This is an optimization exercise on Yosys and OpenROAD, whose aim is small area, a short achievable clock period and few clock cycles per item, not a production implementation.
At most, simulation tests tie the RTL to the original design; equivalence was not proved.
Power figures rest on the tool's default switching activity, not on a simulated workload.

==> run a <==
==> flow/design.v <==
package pdee_pkg;
  localparam int STACK_DEPTH   = 64;
  localparam int DATA_W        = 32;
  localparam int CHAR_W        = 8;
  localparam int DEPTH_FIELD_W = 7;
  localparam int STATUS_W      = 3;
  localparam int FAST_N = 14;
  localparam int RING_N = STACK_DEPTH - 2 - FAST_N;
  localparam logic [STATUS_W-1:0] ST_OK        = 3'd0;
  localparam logic [STATUS_W-1:0] ST_IGNORED   = 3'd1;
  localparam logic [STATUS_W-1:0] ST_OVERFLOW  = 3'd2;
  localparam logic [STATUS_W-1:0] ST_UNDERFLOW = 3'd3;
  localparam logic [STATUS_W-1:0] ST_DIVZERO   = 3'd4;
  typedef struct packed {
    logic       clr;
    logic       dig;
    logic       add;
    logic       sub;
    logic       mul;
    logic       div;
    logic [3:0] val;
  } pdee_chr_t;
  localparam logic [2:0] S_IDLE = 3'd0;   
  localparam logic [2:0] S_MNEG = 3'd1;   
  localparam logic [2:0] S_MUL  = 3'd2;   
  localparam logic [2:0] S_DNEG = 3'd3;   
  localparam logic [2:0] S_DIV  = 3'd4;   
  localparam logic [2:0] S_DFIX = 3'd5;   
endpackage
module pdee_nibdiv
(
  input  logic [3:0] rem_in,    
  input  logic [3:0] num,       
  input  logic [3:0] div,       
  output logic [3:0] rem_out,
  output logic [3:0] quo
);
  always_comb begin
    logic [4:0] t;
    logic [3:0] r;
    r = rem_in;
    for (int i = 3; i >= 0; i--) begin
      t = {r, num[i]};
      if (t >= {1'b0, div}) begin
        t      = t - {1'b0, div};
        quo[i] = 1'b1;
      end else begin
        quo[i] = 1'b0;
      end
      r = t[3:0];
    end
    rem_out = r;
  end
endmodule
module pdee_inbuf
(
  input  logic                        clk,
  input  logic                        rst,
  input  logic                        in_valid,
  output logic                        in_ready,
  input  logic [pdee_pkg::CHAR_W-1:0] in_char,
  input  logic                        in_clear_first,
  input  logic                        consume,    
  output logic                        hv,         
  output pdee_pkg::pdee_chr_t         hc          
);
  logic                sv;
  pdee_pkg::pdee_chr_t sc;
  pdee_pkg::pdee_chr_t ic;
  logic                acc;
  logic                free_h;
  always_comb begin
    ic.clr = in_clear_first;
    ic.dig = (in_char[7:4] == 4'h3) && (in_char[3:0] <= 4'd9);
    ic.add = (in_char == 8'h2B);
    ic.sub = (in_char == 8'h2D);
    ic.mul = (in_char == 8'h2A);
    ic.div = (in_char == 8'h2F);
    ic.val = in_char[3:0];
  end
  assign acc    = in_valid && in_ready;
  assign free_h = !hv || consume;
  always_ff @(posedge clk) begin
    if (rst) begin
      hv       <= 1'b0;
      sv       <= 1'b0;
      in_ready <= 1'b1;
    end else begin
      if (free_h) begin
        hv <= sv || acc;
        sv <= 1'b0;
      end else if (acc) begin
        sv <= 1'b1;
      end
      in_ready <= free_h || !(sv || acc);
    end
  end
  always_ff @(posedge clk) begin
    if (free_h) begin
      hc <= sv ? sc : ic;
    end
    if (!free_h && acc) begin
      sc <= ic;
    end
  end
endmodule
module pdee_stackmem
(
  input  logic                        clk,
  input  logic                        rst,
  input  logic [pdee_pkg::FAST_N-1:0] fast_we,    
  input  logic                        ring_we,
  input  logic [pdee_pkg::DATA_W-1:0] wdata,
  input  logic [6:0]                  rd_addr,    
  output logic [pdee_pkg::DATA_W-1:0] rd_fast,
  output logic [pdee_pkg::DATA_W-1:0] rd_ring,
  output logic [5:0]                  phase
);
  localparam int DW = pdee_pkg::DATA_W;
  localparam int FN = pdee_pkg::FAST_N;
  localparam int RN = pdee_pkg::RING_N;
  logic [DW-1:0] fast [FN];
  logic [DW-1:0] ring [RN];
  always_ff @(posedge clk) begin
    for (int i = 0; i < FN; i++) begin
      if (fast_we[i]) fast[i] <= wdata;
    end
  end
  always_comb begin
    rd_fast = '0;
    for (int i = 0; i < FN; i++) begin
      rd_fast = rd_fast | (fast[i] & {DW{rd_addr == 7'(i)}});
    end
  end
  always_ff @(posedge clk) begin
    for (int i = 0; i < RN - 1; i++) begin
      ring[i] <= ring[i+1];
    end
    ring[RN-1] <= ring_we ? wdata : ring[0];
  end
  assign rd_ring = ring[0];
  always_ff @(posedge clk) begin
    if (rst || phase == 6'(RN - 1)) begin
      phase <= '0;
    end else begin
      phase <= phase + 6'd1;
    end
  end
endmodule
module pdee_top
(
  input  logic                               clk,
  input  logic                               rst,
  input  logic                               in_valid,
  output logic                               in_ready,
  input  logic [pdee_pkg::CHAR_W-1:0]        in_char,
  input  logic                               in_clear_first,
  output logic                               out_valid,
  input  logic                               out_ready,
  output logic [pdee_pkg::DATA_W-1:0]        out_top,
  output logic [pdee_pkg::DEPTH_FIELD_W-1:0] out_depth,
  output logic [pdee_pkg::STATUS_W-1:0]      out_status
);
  localparam int DW = pdee_pkg::DATA_W;
  localparam int FN = pdee_pkg::FAST_N;
  logic                hv;
  pdee_pkg::pdee_chr_t hc;
  logic                consume;
  pdee_inbuf u_in (
    .clk            (clk),
    .rst            (rst),
    .in_valid       (in_valid),
    .in_ready       (in_ready),
    .in_char        (in_char),
    .in_clear_first (in_clear_first),
    .consume        (consume),
    .hv             (hv),
    .hc             (hc)
  );
  logic [DW-1:0] T;
  logic [DW-1:0] N;
  logic [DW-1:0] A;
  logic [6:0]    cnt;
  logic [2:0]    st;
  logic [2:0]    state;
  logic [5:0]    k;
  logic          sgn;
  assign out_top    = T;
  assign out_depth  = cnt;
  assign out_status = st;
  logic [FN-1:0] fast_we;
  logic          ring_we;
  logic [DW-1:0] rd_fast;
  logic [DW-1:0] rd_ring;
  logic [5:0]    phase;
  pdee_stackmem u_mem (
    .clk     (clk),
    .rst     (rst),
    .fast_we (fast_we),
    .ring_we (ring_we),
    .wdata   (N),
    .rd_addr (cnt - 7'd3),
    .rd_fast (rd_fast),
    .rd_ring (rd_ring),
    .phase   (phase)
  );
  logic          push_deep;
  logic          pop_deep;
  logic          push_ok;
  logic          pop_ok;
  logic [DW-1:0] memrd;
  assign push_deep = (cnt >= 7'(FN + 2));
  assign pop_deep  = (cnt >= 7'(FN + 3));
  assign push_ok   = hc.clr || !push_deep || (7'(phase) == cnt - 7'(FN + 2));
  assign pop_ok    = !pop_deep  || (7'(phase) == cnt - 7'(FN + 3));
  assign memrd     = pop_deep ? rd_ring : rd_fast;
  logic idle;
  logic is_op;
  logic full;
  logic under;
  logic t_small4;    
  logic t_zero;
  logic n_small;     
  logic t_small;     
  assign idle     = (state == pdee_pkg::S_IDLE);
  assign is_op    = hc.add || hc.sub || hc.mul || hc.div;
  assign full     = !hc.clr && (cnt == 7'd64);
  assign under    = hc.clr || (cnt < 7'd2);
  assign t_small4 = (T[31:4] == '0);
  assign t_zero   = (T == '0);
  assign n_small  = (N[31:4] == '0) || ((N[31:4] == '1) && (N[3:0] != '0));
  assign t_small  = t_small4 || ((T[31:4] == '1) && (T[3:0] != '0));
  logic          in_div;
  logic [DW-1:0] add_x;
  logic          add_sub;
  logic [DW:0]   add_s;
  assign in_div  = (state == pdee_pkg::S_DIV);
  assign add_x   = in_div ? {A[DW-2:0], N[DW-1]} : N;
  assign add_sub = in_div || hc.sub;
  assign add_s   = {1'b0, add_x} + {1'b0, T ^ {DW{add_sub}}} + {{DW{1'b0}}, add_sub};
  logic          in_mul;
  logic [DW-1:0] mac;
  assign in_mul = (state == pdee_pkg::S_MUL);
  assign mac    = (N & {DW{T[0]}}) + ({N[DW-2:0], 1'b0} & {DW{T[1]}}) +
                  ({N[DW-3:0], 2'b0} & {DW{T[2]}}) +
                  (in_mul ? A : ({N[DW-4:0], 3'b0} & {DW{T[3]}}));
  logic [3:0]    n_mag4;
  logic [3:0]    t_mag4;
  logic [3:0]    fq;
  logic [3:0]    fr_unused;
  logic [4:0]    fq5;
  logic [DW-1:0] fdiv;
  assign n_mag4 = N[31] ? (4'd0 - N[3:0]) : N[3:0];
  assign t_mag4 = T[31] ? (4'd0 - T[3:0]) : T[3:0];
  pdee_nibdiv u_fdiv (
    .rem_in  (4'd0),
    .num     (n_mag4),
    .div     (t_mag4),
    .rem_out (fr_unused),
    .quo     (fq)
  );
  assign fq5  = (N[31] ^ T[31]) ? (5'd0 - {1'b0, fq}) : {1'b0, fq};
  assign fdiv = t_small ? {{(DW-5){fq5[4]}}, fq5} : '0;
  logic [3:0] nr;
  logic [3:0] nq;
  pdee_nibdiv u_ndiv (
    .rem_in  (A[3:0]),
    .num     (N[31:28]),
    .div     (T[3:0]),
    .rem_out (nr),
    .quo     (nq)
  );
  logic          neg_n_s;
  logic [DW-1:0] neg_n;
  logic [DW-1:0] neg_t;
  assign neg_n_s = (state == pdee_pkg::S_DFIX) ? sgn :
                   ((state == pdee_pkg::S_MNEG) || N[31]);
  assign neg_n   = (N ^ {DW{neg_n_s}}) + DW'(neg_n_s);
  assign neg_t   = (T ^ {DW{T[31]}}) + DW'(T[31]);
  logic out_free;
  logic go;
  assign out_free = !out_valid || out_ready;
  assign go       = hv && idle && out_free;
  logic do_push;      
  logic do_pop;       
  logic do_mslow;     
  logic do_dslow;     
  logic ok_now;       
  logic commit_idle;
  assign do_push  = hc.dig && !full;
  assign do_mslow = hc.mul && !under && !t_small4;
  assign do_dslow = hc.div && !under && !t_zero && !n_small;
  assign do_pop   = is_op && !under && !do_mslow && !do_dslow;
  assign ok_now   = do_push ? push_ok : (do_pop ? pop_ok : 1'b1);
  assign commit_idle = go && ok_now && !do_mslow && !do_dslow;
  logic mul_last;
  logic commit_mul;
  logic commit_div;
  assign mul_last   = (T[31:3] == '0);
  assign commit_mul = in_mul && mul_last && pop_ok;
  assign commit_div = (state == pdee_pkg::S_DFIX) && pop_ok;
  assign consume    = commit_idle || commit_mul || commit_div;
  logic wr_req;
  assign wr_req  = hv && idle && hc.dig && !hc.clr && (cnt >= 7'd2) && (cnt != 7'd64);
  assign ring_we = wr_req && push_deep && push_ok;
  always_comb begin
    for (int i = 0; i < FN; i++) begin
      fast_we[i] = wr_req && (cnt == 7'(i + 2));
    end
  end
  logic          a_zero;
  logic          dv_skip16;
  logic          dv_nib;
  logic          dv_skip4;
  logic [5:0]    k_next;
  assign a_zero    = (A == '0);
  assign dv_skip16 = a_zero && (N[31:16] == '0) && (k >= 6'd16);
  assign dv_nib    = !dv_skip16 && t_small4;
  assign dv_skip4  = !dv_skip16 && !dv_nib && a_zero && (N[31:28] == '0) && (k >= 6'd4);
  assign k_next    = k - (dv_skip16 ? 6'd16 : ((dv_nib || dv_skip4) ? 6'd4 : 6'd1));
  logic [DW-1:0] op_res;
  always_comb begin
    if (hc.mul)      op_res = mac;
    else if (hc.div) op_res = t_zero ? '0 : fdiv;
    else             op_res = add_s[DW-1:0];
  end
  always_ff @(posedge clk) begin
    if (rst) begin
      state     <= pdee_pkg::S_IDLE;
      cnt       <= '0;
      T         <= '0;
      out_valid <= 1'b0;
    end else begin
      if (consume) begin
        out_valid <= 1'b1;
      end else if (out_ready) begin
        out_valid <= 1'b0;
      end
      unique case (state)
        pdee_pkg::S_IDLE: begin
          if (commit_idle) begin
            if (hc.dig) begin
              if (full) begin
                st <= pdee_pkg::ST_OVERFLOW;
              end else begin
                st  <= pdee_pkg::ST_OK;
                T   <= {28'd0, hc.val};
                N   <= T;
                cnt <= (hc.clr ? 7'd0 : cnt) + 7'd1;
              end
            end else if (is_op) begin
              if (under) begin
                st <= pdee_pkg::ST_UNDERFLOW;
                if (hc.clr) begin
                  T   <= '0;
                  cnt <= '0;
                end
              end else begin
                st  <= (hc.div && t_zero) ? pdee_pkg::ST_DIVZERO : pdee_pkg::ST_OK;
                T   <= op_res;
                N   <= memrd;
                cnt <= cnt - 7'd1;
              end
            end else begin
              st <= pdee_pkg::ST_IGNORED;
              if (hc.clr) begin
                T   <= '0;
                cnt <= '0;
              end
            end
          end else if (go && do_mslow) begin
            if (T[31]) begin
              state <= pdee_pkg::S_MNEG;
            end else begin
              A     <= mac;
              N     <= {N[DW-5:0], 4'd0};
              T     <= {4'd0, T[DW-1:4]};
              state <= pdee_pkg::S_MUL;
            end
          end else if (go && do_dslow) begin
            sgn   <= N[31] ^ T[31];
            state <= pdee_pkg::S_DNEG;
          end
        end
        pdee_pkg::S_MNEG: begin
          N     <= neg_n;
          T     <= neg_t;
          A     <= '0;
          state <= pdee_pkg::S_MUL;
        end
        pdee_pkg::S_MUL: begin
          if (commit_mul) begin
            st    <= pdee_pkg::ST_OK;
            T     <= mac;
            N     <= memrd;
            cnt   <= cnt - 7'd1;
            state <= pdee_pkg::S_IDLE;
          end else begin
            A <= mac;
            N <= {N[DW-4:0], 3'd0};
            T <= {3'd0, T[DW-1:3]};
          end
        end
        pdee_pkg::S_DNEG: begin
          N     <= neg_n;
          T     <= neg_t;
          A     <= '0;
          k     <= 6'd32;
          state <= pdee_pkg::S_DIV;
        end
        pdee_pkg::S_DIV: begin
          if (dv_skip16) begin
            N <= {N[15:0], 16'd0};
          end else if (dv_nib) begin
            A <= {28'd0, nr};
            N <= {N[DW-5:0], nq};
          end else if (dv_skip4) begin
            N <= {N[DW-5:0], 4'd0};
          end else begin
            A <= add_s[DW] ? add_s[DW-1:0] : add_x;
            N <= {N[DW-2:0], add_s[DW]};
          end
          k <= k_next;
          if (k_next == 6'd0) begin
            state <= pdee_pkg::S_DFIX;
          end
        end
        pdee_pkg::S_DFIX: begin
          if (commit_div) begin
            st    <= pdee_pkg::ST_OK;
            T     <= neg_n;
            N     <= memrd;
            cnt   <= cnt - 7'd1;
            state <= pdee_pkg::S_IDLE;
          end
        end
        default: begin
          state <= pdee_pkg::S_IDLE;
        end
      endcase
    end
  end
endmodule
==> flow/run.sh <==
#!/bin/bash
# synth_recipe.tcl (not shown) runs the flow's synth.tcl, then flattens the netlist and writes it again
# the make line also repeats each setting of config.mk as NAME=value (left out here)
make -C /OpenROAD-flow-scripts/flow DESIGN_CONFIG=/design/flow/config.mk WORK_HOME=/design/flow/orfs CLKGATE_MAP_FILE= SYNTH_SCRIPT=/design/flow/synth_recipe.tcl finish
==> flow/config.mk <==
export PLATFORM = sky130hd
export DESIGN_NAME = pdee_top
export DESIGN_NICKNAME = pdee_top
export VERILOG_FILES = /design/flow/design.v
export SDC_FILE = /design/flow/constraint.sdc
export NUM_CORES = 4
export LEC_CHECK = 0
export CAP_MARGIN = 20
export CORE_MARGIN = 2
export CORE_UTILIZATION = 40
export SLEW_MARGIN = 20
==> flow/constraint.sdc <==
create_clock -name core_clock -period 10.0 [get_ports {clk}]
set_input_delay 2.0000 -clock core_clock [delete_from_list [all_inputs] [get_ports {clk}]]
set_output_delay 2.0000 -clock core_clock [all_outputs]
set_load 0.01 [all_outputs]
==> run b: changes against run a <==
==> flow/design.v, changed modules only <==
module pdee_div2
(
  input  logic [3:0] rem_in,    
  input  logic [1:0] num,       
  input  logic [3:0] div,       
  output logic [3:0] rem_out,
  output logic [1:0] quo
);
  logic [4:0] t1;
  logic [4:0] d1;
  logic [3:0] r1;
  logic [4:0] t0;
  logic [4:0] d0;
  assign t1      = {rem_in, num[1]};
  assign d1      = t1 - {1'b0, div};
  assign quo[1]  = (t1 >= {1'b0, div});
  assign r1      = quo[1] ? d1[3:0] : t1[3:0];
  assign t0      = {r1, num[0]};
  assign d0      = t0 - {1'b0, div};
  assign quo[0]  = (t0 >= {1'b0, div});
  assign rem_out = quo[0] ? d0[3:0] : t0[3:0];
endmodule
module pdee_sdivtab
(
  input  logic [4:0] a,
  input  logic [4:0] b,
  output logic [4:0] q
);
  localparam logic [5119:0] TAB = {
    256'h08000000000000000000000000000000000003e0104000000000000000000000,
    256'h0000000000007fc018420000000000000000000000000000000fffa020821000,
    256'h00000000000000000000000001fffb8028821080000000000000000000000000,
    256'h3ffffb6030c41084000000000000000000000007ffff774038c4108420000000,
    256'h00000000000000ffffff772041042084210000000000000000001fffffef7300,
    256'h4906208421080000000000000003ffffffeef2e0514621042108400000000000,
    256'h007ffffffdeeeec05946210421084200000000000ffffffffdeeeea061883108,
    256'h2108421000000001ffffffffbdde6a8069883108210842108000003fffffffff,
    256'hbdde6a6071c8310841084210840007fffffffff7bdde664079ca318841084210,
    256'h8420fffffffffff7bbdde6200000000000000000000000000000000000000000,
    256'h8e77defbdfffffffffe008421084211086329de09679df7bdffffffffc000042,
    256'h1084211084321dc09eb9df7bffffffff8000000210842108843219a0a6b9df7b,
    256'hfffffff0000000001084210884321980aefbef7ffffffe000000000000842108,
    256'h44219560b6fbef7fffffc000000000000004210844219540bf3beffffff80000,
    256'h000000000000210842219120c73defffff000000000000000000010842211100,
    256'hcf7dffffe0000000000000000000000842110ce0d77dfffc0000000000000000,
    256'h0000000042110cc0dfbfff80000000000000000000000000021088a0e7bff000,
    256'h00000000000000000000000000108880effe0000000000000000000000000000,
    256'h00008460f7c0000000000000000000000000000000000440f800000000000000,
    256'h0000000000000000000000200000000000000000000000000000000000000000
  };
  assign q = TAB[{a, b} * 5 +: 5];
endmodule
module pdee_top
(
  input  logic                               clk,
  input  logic                               rst,
  input  logic                               in_valid,
  output logic                               in_ready,
  input  logic [pdee_pkg::CHAR_W-1:0]        in_char,
  input  logic                               in_clear_first,
  output logic                               out_valid,
  input  logic                               out_ready,
  output logic [pdee_pkg::DATA_W-1:0]        out_top,
  output logic [pdee_pkg::DEPTH_FIELD_W-1:0] out_depth,
  output logic [pdee_pkg::STATUS_W-1:0]      out_status
);
  localparam int DW = pdee_pkg::DATA_W;
  localparam int FN = pdee_pkg::FAST_N;
  logic                hv;
  pdee_pkg::pdee_chr_t hc;
  logic                consume;
  pdee_inbuf u_in (
    .clk            (clk),
    .rst            (rst),
    .in_valid       (in_valid),
    .in_ready       (in_ready),
    .in_char        (in_char),
    .in_clear_first (in_clear_first),
    .consume        (consume),
    .hv             (hv),
    .hc             (hc)
  );
  logic [DW-1:0] T;
  logic [DW-1:0] N;
  logic [DW-1:0] A;
  logic [6:0]    cnt;
  logic [2:0]    st;
  logic [2:0]    state;
  logic [5:0]    k;
  logic          sgn;
  assign out_top    = T;
  assign out_depth  = cnt;
  assign out_status = st;
  logic [FN-1:0] fast_we;
  logic          ring_we;
  logic [DW-1:0] rd_fast;
  logic [DW-1:0] rd_ring;
  logic [5:0]    phase;
  pdee_stackmem u_mem (
    .clk     (clk),
    .rst     (rst),
    .fast_we (fast_we),
    .ring_we (ring_we),
    .wdata   (N),
    .rd_addr (cnt - 7'd3),
    .rd_fast (rd_fast),
    .rd_ring (rd_ring),
    .phase   (phase)
  );
  logic          push_deep;
  logic          pop_deep;
  logic          push_ok;
  logic          pop_ok;
  logic [DW-1:0] memrd;
  assign push_deep = (cnt >= 7'(FN + 2));
  assign pop_deep  = (cnt >= 7'(FN + 3));
  assign push_ok   = hc.clr || !push_deep || (7'(phase) == cnt - 7'(FN + 2));
  assign pop_ok    = !pop_deep  || (7'(phase) == cnt - 7'(FN + 3));
  assign memrd     = pop_deep ? rd_ring : rd_fast;
  logic idle;
  logic is_op;
  logic full;
  logic under;
  logic t_small4;    
  logic t_zero;
  logic n_small;     
  logic t_small;     
  assign idle     = (state == pdee_pkg::S_IDLE);
  assign is_op    = hc.add || hc.sub || hc.mul || hc.div;
  assign full     = !hc.clr && (cnt == 7'd64);
  assign under    = hc.clr || (cnt < 7'd2);
  assign t_small4 = (T[31:4] == '0);
  assign t_zero   = (T == '0);
  assign n_small  = (N[31:4] == '0) || ((N[31:4] == '1) && (N[3:0] != '0));
  assign t_small  = t_small4 || ((T[31:4] == '1) && (T[3:0] != '0));
  logic          in_div;
  logic [DW-1:0] add_x;
  logic          add_sub;
  logic [DW:0]   add_s;
  assign in_div  = (state == pdee_pkg::S_DIV);
  assign add_x   = in_div ? {A[DW-2:0], N[DW-1]} : N;
  assign add_sub = in_div || hc.sub;
  assign add_s   = {1'b0, add_x} + {1'b0, T ^ {DW{add_sub}}} + {{DW{1'b0}}, add_sub};
  logic          in_mul;
  logic [DW-1:0] mac;
  assign in_mul = (state == pdee_pkg::S_MUL);
  assign mac    = (N & {DW{T[0]}}) + ({N[DW-2:0], 1'b0} & {DW{T[1]}}) +
                  ({N[DW-3:0], 2'b0} & {DW{T[2]}}) +
                  (in_mul ? A : ({N[DW-4:0], 3'b0} & {DW{T[3]}}));
  logic [4:0]    fq5;
  logic [DW-1:0] fdiv;
  pdee_sdivtab u_fdiv (
    .a (N[4:0]),
    .b (T[4:0]),
    .q (fq5)
  );
  assign fdiv = t_small ? {{(DW-5){fq5[4]}}, fq5} : '0;
  logic [3:0] nr;
  logic [1:0] nq;
  pdee_div2 u_ndiv (
    .rem_in  (A[3:0]),
    .num     (N[31:30]),
    .div     (T[3:0]),
    .rem_out (nr),
    .quo     (nq)
  );
  logic          neg_n_s;
  logic [DW-1:0] neg_n;
  logic [DW-1:0] neg_t;
  assign neg_n_s = (state == pdee_pkg::S_DFIX) ? sgn :
                   ((state == pdee_pkg::S_MNEG) || N[31]);
  assign neg_n   = (N ^ {DW{neg_n_s}}) + DW'(neg_n_s);
  assign neg_t   = (T ^ {DW{T[31]}}) + DW'(T[31]);
  logic out_free;
  logic go;
  assign out_free = !out_valid || out_ready;
  assign go       = hv && idle && out_free;
  logic do_push;      
  logic do_pop;       
  logic do_mslow;     
  logic do_dslow;     
  logic ok_now;       
  logic commit_idle;
  assign do_push  = hc.dig && !full;
  assign do_mslow = hc.mul && !under && !t_small4;
  assign do_dslow = hc.div && !under && !t_zero && !n_small;
  assign do_pop   = is_op && !under && !do_mslow && !do_dslow;
  assign ok_now   = do_push ? push_ok : (do_pop ? pop_ok : 1'b1);
  assign commit_idle = go && ok_now && !do_mslow && !do_dslow;
  logic mul_last;
  logic commit_mul;
  logic commit_div;
  assign mul_last   = (T[31:3] == '0);
  assign commit_mul = in_mul && mul_last && pop_ok;
  assign commit_div = (state == pdee_pkg::S_DFIX) && pop_ok;
  assign consume    = commit_idle || commit_mul || commit_div;
  logic wr_req;
  assign wr_req  = hv && idle && hc.dig && !hc.clr && (cnt >= 7'd2) && (cnt != 7'd64);
  assign ring_we = wr_req && push_deep && push_ok;
  always_comb begin
    for (int i = 0; i < FN; i++) begin
      fast_we[i] = wr_req && (cnt == 7'(i + 2));
    end
  end
  logic          a_zero;
  logic          dv_skip16;
  logic          dv_nib;
  logic          dv_skip4;
  logic [5:0]    k_next;
  assign a_zero    = (A == '0);
  assign dv_skip16 = a_zero && (N[31:16] == '0) && (k >= 6'd16);
  assign dv_skip4  = !dv_skip16 && a_zero && (N[31:28] == '0) && (k >= 6'd4);
  assign dv_nib    = !dv_skip16 && !dv_skip4 && t_small4;
  assign k_next    = k - (dv_skip16 ? 6'd16 : (dv_skip4 ? 6'd4 : (dv_nib ? 6'd2 : 6'd1)));
  logic [DW-1:0] op_res;
  always_comb begin
    if (hc.mul)      op_res = mac;
    else if (hc.div) op_res = t_zero ? '0 : fdiv;
    else             op_res = add_s[DW-1:0];
  end
  always_ff @(posedge clk) begin
    if (rst) begin
      state     <= pdee_pkg::S_IDLE;
      cnt       <= '0;
      T         <= '0;
      out_valid <= 1'b0;
    end else begin
      if (consume) begin
        out_valid <= 1'b1;
      end else if (out_ready) begin
        out_valid <= 1'b0;
      end
      unique case (state)
        pdee_pkg::S_IDLE: begin
          if (commit_idle) begin
            if (hc.dig) begin
              if (full) begin
                st <= pdee_pkg::ST_OVERFLOW;
              end else begin
                st  <= pdee_pkg::ST_OK;
                T   <= {28'd0, hc.val};
                N   <= T;
                cnt <= (hc.clr ? 7'd0 : cnt) + 7'd1;
              end
            end else if (is_op) begin
              if (under) begin
                st <= pdee_pkg::ST_UNDERFLOW;
                if (hc.clr) begin
                  T   <= '0;
                  cnt <= '0;
                end
              end else begin
                st  <= (hc.div && t_zero) ? pdee_pkg::ST_DIVZERO : pdee_pkg::ST_OK;
                T   <= op_res;
                N   <= memrd;
                cnt <= cnt - 7'd1;
              end
            end else begin
              st <= pdee_pkg::ST_IGNORED;
              if (hc.clr) begin
                T   <= '0;
                cnt <= '0;
              end
            end
          end else if (go && do_mslow) begin
            if (T[31]) begin
              state <= pdee_pkg::S_MNEG;
            end else begin
              A     <= mac;
              N     <= {N[DW-5:0], 4'd0};
              T     <= {4'd0, T[DW-1:4]};
              state <= pdee_pkg::S_MUL;
            end
          end else if (go && do_dslow) begin
            sgn   <= N[31] ^ T[31];
            state <= pdee_pkg::S_DNEG;
          end
        end
        pdee_pkg::S_MNEG: begin
          N     <= neg_n;
          T     <= neg_t;
          A     <= '0;
          state <= pdee_pkg::S_MUL;
        end
        pdee_pkg::S_MUL: begin
          if (commit_mul) begin
            st    <= pdee_pkg::ST_OK;
            T     <= mac;
            N     <= memrd;
            cnt   <= cnt - 7'd1;
            state <= pdee_pkg::S_IDLE;
          end else begin
            A <= mac;
            N <= {N[DW-4:0], 3'd0};
            T <= {3'd0, T[DW-1:3]};
          end
        end
        pdee_pkg::S_DNEG: begin
          N     <= neg_n;
          T     <= neg_t;
          A     <= '0;
          k     <= 6'd32;
          state <= pdee_pkg::S_DIV;
        end
        pdee_pkg::S_DIV: begin
          if (dv_skip16) begin
            N <= {N[15:0], 16'd0};
          end else if (dv_skip4) begin
            N <= {N[DW-5:0], 4'd0};
          end else if (dv_nib) begin
            A <= {28'd0, nr};
            N <= {N[DW-3:0], nq};
          end else begin
            A <= add_s[DW] ? add_s[DW-1:0] : add_x;
            N <= {N[DW-2:0], add_s[DW]};
          end
          k <= k_next;
          if (k_next == 6'd0) begin
            state <= pdee_pkg::S_DFIX;
          end
        end
        pdee_pkg::S_DFIX: begin
          if (commit_div) begin
            st    <= pdee_pkg::ST_OK;
            T     <= neg_n;
            N     <= memrd;
            cnt   <= cnt - 7'd1;
            state <= pdee_pkg::S_IDLE;
          end
        end
        default: begin
          state <= pdee_pkg::S_IDLE;
        end
      endcase
    end
  end
endmodule
// module pdee_nibdiv removed
SETUP_SLACK_MARGIN = 5   (was default)
==> comparison table <==
metric	run b	run a
Comb_multi_in	3039	2664
Final clock-cell share	8.15%	8.84%
Most repeated library cell on the critical path	buf_4	ha_1
Worst setup path startpoint	T[3]$_SDFFE_PP0P_	N[1]$_DFFE_PP_
Reported net switching power	10.9 mW	9.20 mW
Worst-case clock skew	51.6 ps	75.5 ps
Fmax	204 MHz	118 MHz
Area growth, synth to finish	16.0%	15.5%
Combinational gate power	10.7 mW	8.41 mW
Largest net degree at the start of global routing	62	50
Number of gates on the worst path with buffers counted	13	37
Inverters	140	128
M1 GR Usage	32.2%	28.9%
Total power draw	28.0 mW	25.8 mW
Switching power share of the total	38.9%	35.7%
Post-synthesis share of cell area spent on xor and xnor gates	2.21%	2.55%
Run status	no timing/DRC/antenna violations	no timing/DRC/antenna violations
Power density over the cells	341 nW/um2	329 nW/um2
Final Routed Wirelength	215000 um	184000 um
Vias in the first global route	45200	40800
Endpoint of the worst hold path	u_mem.ring[16][31]$_DFF_P_	u_mem.ring[42][12]$_DFF_P_
Number of clock-tree buffers in the layout	281	271
Post-CTS Setup Inserts	20	0
Testbench counts of run a, summed over its fixed seeds: cycles 5,187, items 4,800.
For run b, only the layout was checked, not whether the RTL still works.

## separate check: timing with driven ports
How much do the figures lean on ideal ports? The routed layouts below were timed once more, with nothing changed but the port constraints.
Step 1: set_driving_cell puts a clkbuf_16 on clk and a buf_2 on each other input, an assumption about the parent block.
Step 2 also shifts input and output timing later by t, the mid clock arrival at the registers, as if the neighbouring blocks saw the same clock.
Three values: ideal, step 1, step 2; two values: the first two.
run | t, ns | slack for setup (ns) | worst register clock-pin slew, ns | cell pins on the clock port's net
run a | 0.894 | 1.548 / 1.548 / 1.548 | 0.07 / 0.07 | 1
run b | 0.895 | 5.098 / 5.098 / 4.525 | 0.07 / 0.07 | 1
After both steps setup and hold are still met in every run listed. The setup slack of run b, which loses most, moves by 0.000 ns with the drivers and by -0.573 ns with both steps.
